Background: an optimization exercise with open tools, aiming at small area. Do not read the settings as production practice. The RTL was checked by simulation tests, not by an equivalence proof against the original design. Power is estimated from default activity; no workload was simulated.

--- flow/design.v ---
module cmd_desc_writer #(
  parameter int unsigned WIDTH = 32
) (
  input  logic                  clk,
  input  logic                  resetn,
  input  logic                  start,
  input  logic                  abort,
  input  logic [31:0]           header_in,
  input  logic [31:0]           base_addr,
  input  logic [WIDTH*13-1:0]   reg_snapshot,
  input  logic                  wr_ready,
  output logic                  wr_valid,
  output logic [31:0]           wr_addr,
  output logic [WIDTH-1:0]      wr_data,
  output logic                  wr_last,
  output logic                  busy,
  output logic                  done,
  output logic                  aborted,
  output logic [5:0]            beat_cnt
);
  localparam int unsigned NREGS  = 13;
  localparam int unsigned SNAP_W = WIDTH * NREGS;
  function automatic int midx(input int k);
    case (k)
      0: midx = 1;   1: midx = 2;   2: midx = 3;   3: midx = 5;
      4: midx = 7;   5: midx = 9;   6: midx = 10;  7: midx = 11;
      8: midx = 13;  9: midx = 18;  10: midx = 19; 11: midx = 20;
      default: midx = 29;
    endcase
  endfunction
  logic              valid_q, done_q, aborted_q;
  logic [5:0]        cnt_q;
  logic              hdr_q;                   
  logic [30:0]       mask_q;                  
  logic              h0_q;                    
  logic [29:0]       base_q;
  logic [SNAP_W-1:0] snap_q;
  logic              busy_w, acc, hs, ab, last;
  logic [30:0]       below;                   
  logic [30:0]       mask_nx;                 
  logic [WIDTH-1:0]  pay;                     
  logic [29:0]       addr;                    
  logic [6:0]        lc;                      
  logic              c6_q;                    
  logic [23:0]       lp;                      
  logic [6:0]        gc;                      
  logic [5:0]        cnt_inc;                 
  logic [6:0]        ic;
  assign busy_w = valid_q | done_q;
  assign acc    = start & ~busy_w;
  assign hs     = valid_q & wr_ready;
  assign ab     = abort & busy_w;
  always_comb begin
    below[0] = 1'b0;
    for (int i = 1; i < 31; i++) below[i] = below[i-1] | mask_q[i-1];
  end
  assign mask_nx = mask_q & below;
  assign last    = hdr_q ? (mask_q == 31'd0) : (mask_nx == 31'd0);
  logic [NREGS:0]    sel;
  always_comb begin
    for (int k = 0; k < NREGS; k++) sel[k] = mask_q[midx(k)] & ~below[midx(k)] & ~hdr_q;
    sel[NREGS] = hdr_q;
  end
  for (genvar j = 0; j < WIDTH; j++) begin : g_slice
    logic [NREGS:0] d;
    for (genvar k = 0; k < NREGS; k++) begin : g_src
      assign d[k] = snap_q[WIDTH*k + j];
    end
    if (j == 0) begin : g_h0
      assign d[NREGS] = h0_q;
    end else if (j < 32) begin : g_hm
      assign d[NREGS] = mask_q[j-1];
    end else begin : g_hz
      assign d[NREGS] = 1'b0;
    end
    cmd_desc_writer_andor #(.N(NREGS+1)) u_ao (.sel(sel), .d(d), .y(pay[j]));
  end
  always_comb begin
    lc[0] = 1'b0;
    for (int i = 0; i < 6; i++) begin
      addr[i]  = base_q[i] ^ cnt_q[i] ^ lc[i];
      lc[i+1]  = (base_q[i] & cnt_q[i]) | (lc[i] & (base_q[i] ^ cnt_q[i]));
    end
    gc[0] = c6_q;
    for (int g = 0; g < 6; g++) begin
      lp[4*g] = 1'b1;
      for (int j = 1; j < 4; j++) lp[4*g+j] = lp[4*g+j-1] & base_q[6+4*g+j-1];
      for (int j = 0; j < 4; j++) addr[6+4*g+j] = base_q[6+4*g+j] ^ (gc[g] & lp[4*g+j]);
      gc[g+1] = gc[g] & lp[4*g+3] & base_q[6+4*g+3];
    end
    ic[0] = 1'b1;
    for (int i = 0; i < 6; i++) begin
      cnt_inc[i] = cnt_q[i] ^ ic[i];
      ic[i+1]    = cnt_q[i] & ic[i];
    end
  end
  always_ff @(posedge clk or negedge resetn) begin
    if (!resetn) begin
      valid_q   <= 1'b0;
      done_q    <= 1'b0;
      aborted_q <= 1'b0;
      cnt_q     <= '0;
    end else begin
      valid_q   <= acc | (valid_q & ~ab & ~(hs & last));
      done_q    <= hs & last & ~abort;
      aborted_q <= ab;
      if (acc)     cnt_q <= '0;
      else if (hs) cnt_q <= cnt_inc;
    end
  end
  always_ff @(posedge clk) begin
    if (acc)                         c6_q <= 1'b0;
    else if (hs && addr[5:0] == '1)  c6_q <= 1'b1;
  end
  always_ff @(posedge clk) begin
    if (acc) begin
      hdr_q  <= 1'b1;
      mask_q <= header_in[31:1];
      h0_q   <= header_in[0];
      base_q <= base_addr[31:2];
      snap_q <= reg_snapshot;
    end else if (hs) begin
      hdr_q  <= 1'b0;
      if (!hdr_q) mask_q <= mask_nx;
    end
  end
  assign wr_valid = valid_q;
  assign wr_addr  = {addr, 2'b00};
  assign wr_data  = pay;
  assign wr_last  = last;
  assign busy     = busy_w;
  assign done     = done_q;
  assign aborted  = aborted_q;
  assign beat_cnt = cnt_q;
endmodule
module cmd_desc_writer_andor #(
  parameter int N = 14
) (
  input  logic [N-1:0] sel,
  input  logic [N-1:0] d,
  output logic         y
);
  assign y = |(sel & d);
endmodule
--- flow/flow/run.sh ---
#!/bin/bash
# Standard layout with three changes:
#  - the RTL's one-hot AND-OR slices (module cmd_desc_writer_andor) are given
#    to synthesis already mapped to cells (flow/andor_cells.v); everything
#    else, registers included, goes through the standard synthesis
#  - the port buffers use the smallest buffer cell
#  - the clock tree uses clkbuf_4 with its own sink clusters and no dummy loads
set -euo pipefail
export BUFFER_PORTS_ARGS="-buffer_cell sky130_fd_sc_hd__buf_1"
export CTS_ARGS="-sink_clustering_enable -repair_clock_nets -dont_use_dummy_load -sink_clustering_size 10 -sink_clustering_max_diameter 30 -buf_list {sky130_fd_sc_hd__clkbuf_4}"

python3 - <<'EOP'
s = open('design.v').read()
i = s.index('module cmd_desc_writer_andor')
j = s.index('endmodule', i) + len('endmodule')
s = s[:i] + s[j:] + '\n' + open('flow/andor_cells.v').read()
open('design_mapped.v', 'w').write(s)
EOP

bash standard.sh VERILOG_FILES=$PWD/design_mapped.v > standard.log 2>&1
--- flow/flow/andor_cells.v ---
// Hand-mapped one-hot AND-OR slice for sky130hd, used in place of the RTL's
// cmd_desc_writer_andor (N = 14): y = |(sel & d).
// Four a222oi cover terms 0..11, a nand4 ORs them, and an a221o adds terms
// 12 and 13.
module cmd_desc_writer_andor #(
  parameter int N = 14
) (
  input  [N-1:0] sel,
  input  [N-1:0] d,
  output         y
);
  wire n0, n1, n2, n3, x;
  sky130_fd_sc_hd__a222oi_1 u_t0 (.A1(sel[0]),  .A2(d[0]),  .B1(sel[1]),  .B2(d[1]),  .C1(sel[2]),  .C2(d[2]),  .Y(n0));
  sky130_fd_sc_hd__a222oi_1 u_t1 (.A1(sel[3]),  .A2(d[3]),  .B1(sel[4]),  .B2(d[4]),  .C1(sel[5]),  .C2(d[5]),  .Y(n1));
  sky130_fd_sc_hd__a222oi_1 u_t2 (.A1(sel[6]),  .A2(d[6]),  .B1(sel[7]),  .B2(d[7]),  .C1(sel[8]),  .C2(d[8]),  .Y(n2));
  sky130_fd_sc_hd__a222oi_1 u_t3 (.A1(sel[9]),  .A2(d[9]),  .B1(sel[10]), .B2(d[10]), .C1(sel[11]), .C2(d[11]), .Y(n3));
  sky130_fd_sc_hd__nand4_1  u_or (.A(n0), .B(n1), .C(n2), .D(n3), .Y(x));
  sky130_fd_sc_hd__a221o_1  u_y  (.A1(sel[12]), .A2(d[12]), .B1(sel[13]), .B2(d[13]), .C1(x), .X(y));
endmodule
--- flow/standard.sh ---
#!/bin/bash
# synth_recipe.tcl (not shown) runs the flow's synth.tcl, then flattens the netlist and writes it again
# the make line also repeats each setting of config.mk as NAME=value (left out here)
make -C /OpenROAD-flow-scripts/flow DESIGN_CONFIG=/design/flow/config.mk WORK_HOME=/design/flow/orfs CLKGATE_MAP_FILE= SYNTH_SCRIPT=/design/flow/synth_recipe.tcl "${@:-finish}"
--- flow/config.mk ---
export PLATFORM = sky130hd
export DESIGN_NAME = cmd_desc_writer
export DESIGN_NICKNAME = cmd_desc_writer
export VERILOG_FILES = /design/flow/design.v
export SDC_FILE = /design/flow/constraint.sdc
export NUM_CORES = 4
export LEC_CHECK = 0
export CAP_MARGIN = 20
export CORE_MARGIN = 2
export CORE_UTILIZATION = 60
export SLEW_MARGIN = 20
--- flow/constraint.sdc ---
create_clock -name core_clock -period 6.0 [get_ports {clk}]
set_input_delay 1.2000 -clock core_clock [delete_from_list [all_inputs] [get_ports {clk}]]
set_output_delay 1.2000 -clock core_clock [all_outputs]
set_load 0.01 [all_outputs]
==> key figures, run 1 <==
Timing
  • Worst Tran Pin Value: 1.083 ns
  • Setup violators final: 0
  • Total negative slack: 0 ns
  • Clock skew: 0.08331 ns
  • Relative slew slack: 27.79%
  • RSZ-0062 raised after global routing: false
  • Hold Vio Cnt, Final: 0
  • Max Fclk: 193.9 MHz
  • Final worst path period share: 85.98%
  • Setup ws final: 0.8415 ns
  • Post-route minimum period: 5.159 ns
  • Count of final max-slew check failures: 0

Synthesis
  • Largest area contributor in the netlist: edfxtp_1
  • Synth top area cells: edfxtp_1, a222oi_1, a221o_1
  • Synth top area share: 77.95%
  • Synth warnings: 1
  • Cells after Synth: 994
  • Register area share after synthesis: 79.39%
  • Post-synth EDFFs: 478
  • Synth cell types: 54
  • Fraction of registers with async set/reset: 1.840%
  • Post-Syn Area per Cell: 18.53 um2
  • Synth Register Bits: 489
  • Ys flop type: edfxtp_1
  • Cell Area, Synth: 0.01841 mm2

Setup path
  • Setup CP Type: flop to output pin
  • Data required, critical path: 4.80 ns
  • CP endpoint kind: output pin
  • CP max FO: 18
  • Worst r2r src: mask_q[1]
  • Reg2Reg Depth: 7
  • Largest delay share family, worst path: simple AND/OR/NAND/NOR gates
  • Crit path buf inv count: 2
  • Reg-to-Reg End: valid_q
  • Delay of the slowest critical-path stage: 0.60 ns
  • R2r setup slk: 2.91 ns
  • Crit-path cells: nor4_4 -> nand4_2 -> or4_4 -> or4_4 -> nor3b_2 -> buf_4 -> a221o_1 -> buf_1
  • Most frequent CP cell: or4_4
  • Startpoint Class: flop
  • Arrival time worst endpoint: 3.96 ns
  • CP max stage cell: or4_4

Floorplan
  • Effective utilization at floorplan: 60.51%
  • Total core area: 0.03043 mm2
  • Die height: 179.2 um
  • Die area: 0.03211 mm2
  • # IOs: 560
  • Die span in x: 179.2 um
  • Row count: 64

Finish
  • Number of nets in the layout: 2127
  • Area Growth Syn to Fin: 17.90%
  • Final design utilization: 71.35%
  • Share of cells above drive strength 1: 8.765%

Routing
  • DRC errors left: 0
  • Vias per cell: 6.181
  • 1st-iter DRT viols: 1748
  • DRT antenna net count: 0
  • Drt wl/cell: 26.49 um
  • Vias: 12550
  • Final wirelength: 53.77 mm
  • 1st-pass router iterations: 10

Power and ir drop
  • PD cells: 306.4 mW/mm2
  • Leak pwr: 7.096 nW
  • IR drop worst, VDD: 0.2008 mV

Hold path
  • Hold Crit Class: primary input to asynchronous set/reset pin

Clocking
  • Cts repair resizes: 0
  • H-tree depth: 3
  • TritonCTS clock tree: yes
  • Clock transition at path regs: 0.09 ns
  • Clock latency on the worst-skew pair: 0.73 ns
  • Setup bufs post-CTS: 0
  • CTS Sinks: 489
  • Total CTS buffers: 90
  • Clock Path Buffers: 3
  • CTS root buffer: clkbuf_4
  • CTS Hold Buffers Added: 0

Flow run
  • Max-cap viol count: 0

Global route
  • Number of global-route vias before repair: 12390
  • Global Route Usage Sum: 32.70%
  • Pin count of the biggest net entering global routing: 163
  • First-pass GRT wire length: 73.66 mm
  • Initial antenna violation count: 17
  • GRT overflow: 0

Place
  • Placer congestion estimate: 0.8205
  • Post-Place Setup Slack: 1.587 ns
  • Number of I/O port buffers: 555
  • DP HPWL: 37.85 mm

Status
  • Status: complete, no violations
-- synth_stat cells (all sizes together), types with 4 or more instances --
master  number
a21oi        7
a221o       32
a222oi     128
and3         6
buf         37
clkbuf       9
dfrtp        9
edfxtp     478
fa           4
ha          16
inv         20
maj3         4
nand2       59
nand3       20
nand4       35
nor2        20
nor4         5
nor4b        5
o21ai       31
o311ai       4
or3          5
or4          7
xnor2        9
xor2         8
-- cell families (layout without fill, tap and decap cells) --
kind of cell | count (synthesis) | in the layout | share of synthesized area (%)
adder cells (fa/ha/maj) | 24 | 24 | 1.740
XOR/XNOR | 17 | 17 | 0.8086
AND/OR/NAND/NOR | 176 | 176 | 5.225
flip-flops | 489 | 489 | 79.39
buffers and inverters | 67 | 692 | 2.066
other | 1 | 16 | 0.02037
AO/OA/AOI/OAI | 220 | 220 | 10.75
-- metrics by stage --
| step | cells | hold WS (ns) | total power, mW | instance area [um2] |
|---|---|---|---|---|
| after global routing | 2021 | 0.4053 | 6.928 | 21690 |
| after global placement | 1926 | 0.5043 | 4.968 | 21000 |
| after CTS | 2016 | 0.3888 | 6.686 | 21680 |
| after detailed placement | 1926 | 0.5305 | 4.998 | 21000 |
| after floorplan | 995 | 0.4620 | 4.719 | 18420 |
| final | 2030 | 0.4248 | 6.652 | 21710 |
-- flip-flops by register name, summed over array words and instances, names as in the netlist --
register   count
done_q         1
cnt_q          6
aborted_q      1
h0_q           1
snap_q       416
base_q        30
c6_q           1
hdr_q          1
mask_q        31
valid_q        1
-- layout by cell type, fill, tap and decap left out, drive strengths merged, types with 9 or more instances in the layout --
master  count
a221o      32
a222oi    128
buf       581
clkbuf     90
dfrtp       9
diode      14
edfxtp    478
ha         16
inv        21
nand2      59
nand3      20
nand4      35
nor2       20
o21ai      31
xnor2       9
-- metal layers --
metal	global-route usage, %	up-vias	routed length [um]
met4	14.82	12	2069
met1	38.48	6045	17920
li1	-	5575	-
met5	0	-	89
met3	10.50	125	6626
met2	55.11	790	27060
-- power breakdown --
part / total [mW] / internal, mW / switching (mW)
combinational: 0.680 / 0.240 / 0.440
sequential: 4.25 / 4.09 / 0.159
clock: 1.73 / 0.684 / 1.04
total: 6.65 / 5.01 / 1.64
-- worst max-delay path by stage --
| stage | start | to | slack (ns) | cells after the start |
|---|---|---|---|---|
| floorplan | mask_q[3] | wr_data[0] | 0.28 | 8 |
| global placement | hdr_q | wr_data[5] | 1.61 | 6 |
| detailed placement | mask_q[1] | wr_data[14] | 1.59 | 8 |
| CTS | mask_q[1] | wr_data[14] | 0.80 | 8 |
| global route | mask_q[1] | wr_data[18] | 0.65 | 8 |
| finish | mask_q[1] | wr_data[4] | 0.84 | 8 |
-- area by class of cell --
class	instances	area [um2]
Antenna cell	14	35.03
Clock buffer	90	675.6
Fill cell	2140	8718
Inverter	21	86.33
Multi-Input combinational cell	439	3482
Sequential cell	489	14620
Tap cell	396	495.5
Timing Repair Buffer	581	2316
==> inputs of run 2 (changes only) <==
--- a/flow/flow/run.sh
+++ b/flow/flow/run.sh
@@ -5,8 +5,8 @@
 #    else, registers included, goes through the standard synthesis
 #  - the port buffers use the smallest buffer cell
-#  - the clock tree uses clkbuf_4 with its own sink clusters and no dummy loads
+#  - the clock tree uses clkbuf_8 with larger sink clusters and no dummy loads
 set -euo pipefail
 export BUFFER_PORTS_ARGS="-buffer_cell sky130_fd_sc_hd__buf_1"
-export CTS_ARGS="-sink_clustering_enable -repair_clock_nets -dont_use_dummy_load -sink_clustering_size 10 -sink_clustering_max_diameter 30 -buf_list {sky130_fd_sc_hd__clkbuf_4}"
+export CTS_ARGS="-sink_clustering_enable -repair_clock_nets -dont_use_dummy_load -sink_clustering_size 16 -sink_clustering_max_diameter 50 -buf_list {sky130_fd_sc_hd__clkbuf_8}"
 
 python3 - <<'EOP'
--- a/flow/config.mk
+++ b/flow/config.mk
@@ -8,4 +8,4 @@
 export CAP_MARGIN = 20
 export CORE_MARGIN = 2
-export CORE_UTILIZATION = 60
+export CORE_UTILIZATION = 70
 export SLEW_MARGIN = 20
==> key figures, run 2 <==
Synthesis
  • Synth Register Bits: 489 (unchanged)
  • Synth cell types: 54 (unchanged)
  • Register area share after synthesis: 79.39% (unchanged)
  • Synth top area cells: edfxtp_1, a222oi_1, a221o_1
  • Fraction of registers with async set/reset: 1.840% (unchanged)
  • Post-synth EDFFs: 478 (unchanged)
  • Most frequent cell after synthesis: edfxtp_1
  • Ys flop type: edfxtp_1
  • Post-Syn Area per Cell: 18.53 um2 (unchanged)
  • Cell Area, Synth: 0.01841 mm2 (unchanged)
  • Most frequent cells after synthesis: edfxtp_1, a222oi_1, nand2_1
  • Synth warnings: 1 (unchanged)
  • Largest area contributor in the netlist: edfxtp_1
  • Synth top area share: 77.95% (unchanged)
  • Cells after Synth: 994 (unchanged)

Power and ir drop
  • Switching power: 1.607 mW (-2.1%)
  • Final Power: 6.520 mW (-2.0%)
  • Sw Ratio: 24.64% (-0.038 points)
  • Combinational share of power: 11.0% (+0.8 points)
  • IR drop worst, VDD: 0.2751 mV (+37%)
  • Leak pwr: 6.952 nW (-2.0%)
  • Seq pwr share: 64.9% (+1.1 points)
  • Clock power share: 24.1% (-1.9 points)
  • Int Power: 4.913 mW (-1.9%)
  • PD cells: 303.6 mW/mm2 (-0.92%)

Timing
  • Max Fclk: 193.7 MHz (about the same)
  • Hold Vio Cnt, Final: 0 (unchanged)
  • Post-route minimum period: 5.163 ns (+0.004706 ns)
  • Relative slew slack: 27.50% (-0.29 points)
  • Total negative slack: 0 ns (unchanged)
  • Count of final max-slew check failures: 0 (unchanged)
  • Hold Slack: 0.5380 ns (+0.1132 ns)
  • RSZ-0062 raised after global routing: false
  • Setup violators final: 0 (unchanged)
  • Worst Tran Pin Value: 1.087 ns (+0.004327 ns)
  • Final worst path period share: 86.05% (about the same)
  • Clock skew: 0.04790 ns (-0.03541 ns)

Floorplan
  • Effective utilization at floorplan: 71.07% (+11 points)
  • Die height: 166.2 um (-7.3%)
  • Die span in x: 166.2 um (-7.3%)
  • Total core area: 0.02591 mm2 (-15%)
  • Row count: 59 (-7.8%)
  • Die area: 0.02762 mm2 (-14%)
  • # IOs: 560 (unchanged)

Setup path
  • Largest delay share family, worst path: simple AND/OR/NAND/NOR gates
  • Reg-to-Reg End: mask_q[10]
  • Worst r2r src: valid_q
  • CP max FO: 32 (+14)
  • Data required, critical path: 4.80 ns (about the same)
  • Reg2Reg Depth: 5 (-2)
  • Critical Path Stages: 8 (unchanged)
  • Delay of the slowest critical-path stage: 0.59 ns (about the same)
  • Arrival time worst endpoint: 3.96 ns (about the same)
  • R2r setup slk: 2.69 ns (-0.22 ns)
  • Crit-path cells: nor4_4 -> nand4_2 -> or4_4 -> or4_4 -> nor3b_2 -> buf_4 -> a221o_1 -> buf_1
  • Most frequent CP cell: or4_4
  • CP endpoint kind: output pin
  • Crit path buf inv count: 2 (unchanged)
  • Startpoint Class: flop
  • CP max stage cell: or4_4
  • Setup CP Type: flop to output pin

Clocking
  • Clock latency on the worst-skew pair: 0.58 ns (-0.15 ns)
  • H-tree depth: 2 (-1)
  • Clock transition at path regs: 0.10 ns (about the same)
  • Cts repair resizes: 0 (unchanged)
  • Setup bufs post-CTS: 0 (unchanged)
  • CTS Hold Buffers Added: 0 (unchanged)
  • Total CTS buffers: 39 (-57%)
  • CTS Sinks: 489 (unchanged)
  • Clock Path Buffers: 3 (unchanged)
  • CTS root buffer: clkbuf_8
  • TritonCTS clock tree: yes

Finish
  • Share of cells above drive strength 1: 5.800% (-3.0 points)
  • Max reg flops: 416 (unchanged)
  • Final design utilization: 82.89% (+12 points)
  • Largest regs: snap_q: 416 flops, mask_q: 31 flops, base_q: 30 flops
  • Number of nets in the layout: 2076 (-2.4%)
  • Largest Register: snap_q
  • Most frequent cells in the layout: buf_1, edfxtp_1, a222oi_1
  • Most common cell after layout, fill and taps aside: buf_1
  • Area Growth Syn to Fin: 16.64%

Global route
  • Number of global-route vias before repair: 12800 (+3.3%)
  • First-pass GRT wire length: 77.79 mm (+5.6%)
  • Global Route Usage Sum: 38.92% (+6.2 points)
  • Pin count of the biggest net entering global routing: 172 (+5.5%)
  • GRT overflow: 0 (unchanged)
  • Initial antenna violation count: 14 (-3)

Routing
  • Vias per cell: 6.693 (+8.3%)
  • Drt wl/cell: 28.54 um (+7.7%)
  • DRT antenna net count: 0 (unchanged)
  • 1st-iter DRT viols: 2262 (+29%)
  • Final wirelength: 54.82 mm (+2.0%)
  • Vias: 12860 (+2.5%)
  • DRC errors left: 0 (unchanged)
  • 1st-pass router iterations: 10 (unchanged)

Hold path
  • Hold_sp: c6_q
  • Hold Path End: c6_q
  • Worst hold stages: 2
  • Hold Crit Class: flop to flop

Place
  • Number of I/O port buffers: 555 (unchanged)
  • Placer congestion estimate: 0.8942 (+9.0%)
  • DP HPWL: 38.27 mm (+1.1%)

Flow run
  • Max-cap viol count: 0 (unchanged)

Status
  • Status: complete, no violations
run 2: cell counts after synthesis:
Identical to the previous run, type by type.
run 2: layout make-up:
class	instances	area [um2]
sequential	489	14620
fill	1366	4433
multi-input combinational	439	3482
timing repair buffer	581	2291
clock buffer	39	536.8
tap	335	419.2
inverter	21	86.33
antenna	17	42.54
run 2: cell families after synthesis:
family	after synthesis	synth area share [%]
XOR/XNOR	17	0.8086
AO/OA/AOI/OAI	220	10.75
adder cells (fa/ha/maj)	24	1.740
buffers and inverters	67	2.066
other	1	0.02037
flip-flops	489	79.39
AND/OR/NAND/NOR	176	5.225
run 2: worst max-delay path by stage:
| stage | start | to | slack [ns] |
|---|---|---|---|
| floorplan | mask_q[3] | wr_data[0] | 0.28 |
| detailed placement | mask_q[3] | wr_data[2] | 1.52 |
| CTS | mask_q[3] | wr_data[21] | 0.86 |
| finish | mask_q[3] | wr_data[21] | 0.84 |
| global route | mask_q[3] | wr_data[21] | 0.68 |
| global placement | mask_q[3] | wr_data[2] | 1.55 |
run 2: power by group through the flow:
| stage | clock [mW] | sequential (mW) | combinational [mW] |
|---|---|---|---|
| global route | 1.68 | 4.25 | 0.768 |
| CTS | 1.57 | 4.23 | 0.710 |
| floorplan | 0 | 4.28 | 0.435 |
| global placement | 0 | 4.28 | 0.675 |
| finish | 1.57 | 4.23 | 0.717 |
| detailed placement | 0 | 4.30 | 0.705 |
run 2: metrics by stage:
step           setup slack (ns)  cells  area, um2
2_1_floorplan            0.2750    995      18420
3_3_place_gp              1.546   1865      20900
3_5_place_dp              1.523   1865      20900
4_1_cts                  0.8639   1904      21440
5_1_grt                  0.6805   1913      21460
6_report                 0.8368   1921      21480
run 2: worst min-delay path: stages, from the launching register on:
cell and delay [ns]:
dfxtp_1 0.36, a21oi_1 0.06, nor2_1 0.08
run 2: per-layer routing:
layer	up-vias	part of all wire [%]	GRT usage (%)
met4	4	6.6	24.01
li1	5440	-	-
met1	6103	31	45.60
met5	-	0.047	0
met3	218	13	10.37
met2	1093	50	64.87

## port drivers added, routing unchanged
How much do the figures lean on ideal ports? The routed layouts below were timed once more, with nothing changed but the port constraints. Step 1 (the two cells are an assumption about what drives the block):
set clk [get_ports {clk}]
set_driving_cell -lib_cell sky130_fd_sc_hd__clkbuf_16 $clk
set_driving_cell -lib_cell sky130_fd_sc_hd__buf_2 [delete_from_list [all_inputs] $clk]
Step 2 also shifts input and output timing later by t, the mid clock arrival at the registers, as if the neighbouring blocks saw the same clock. a / b / c = no drivers / after step 1 / after step 2; a / b = the first two.
run	shift t [ns]	setup WS [ns]	slew at the worst register clock pin (ns)	pins driven straight from the clock port
run 1	0.742	0.841 / 0.790 / 1.532	0.11 / 0.11	1
run 2	0.602	0.837 / 0.789 / 1.391	0.10 / 0.10	1
After both steps setup and hold are still met in every run listed.
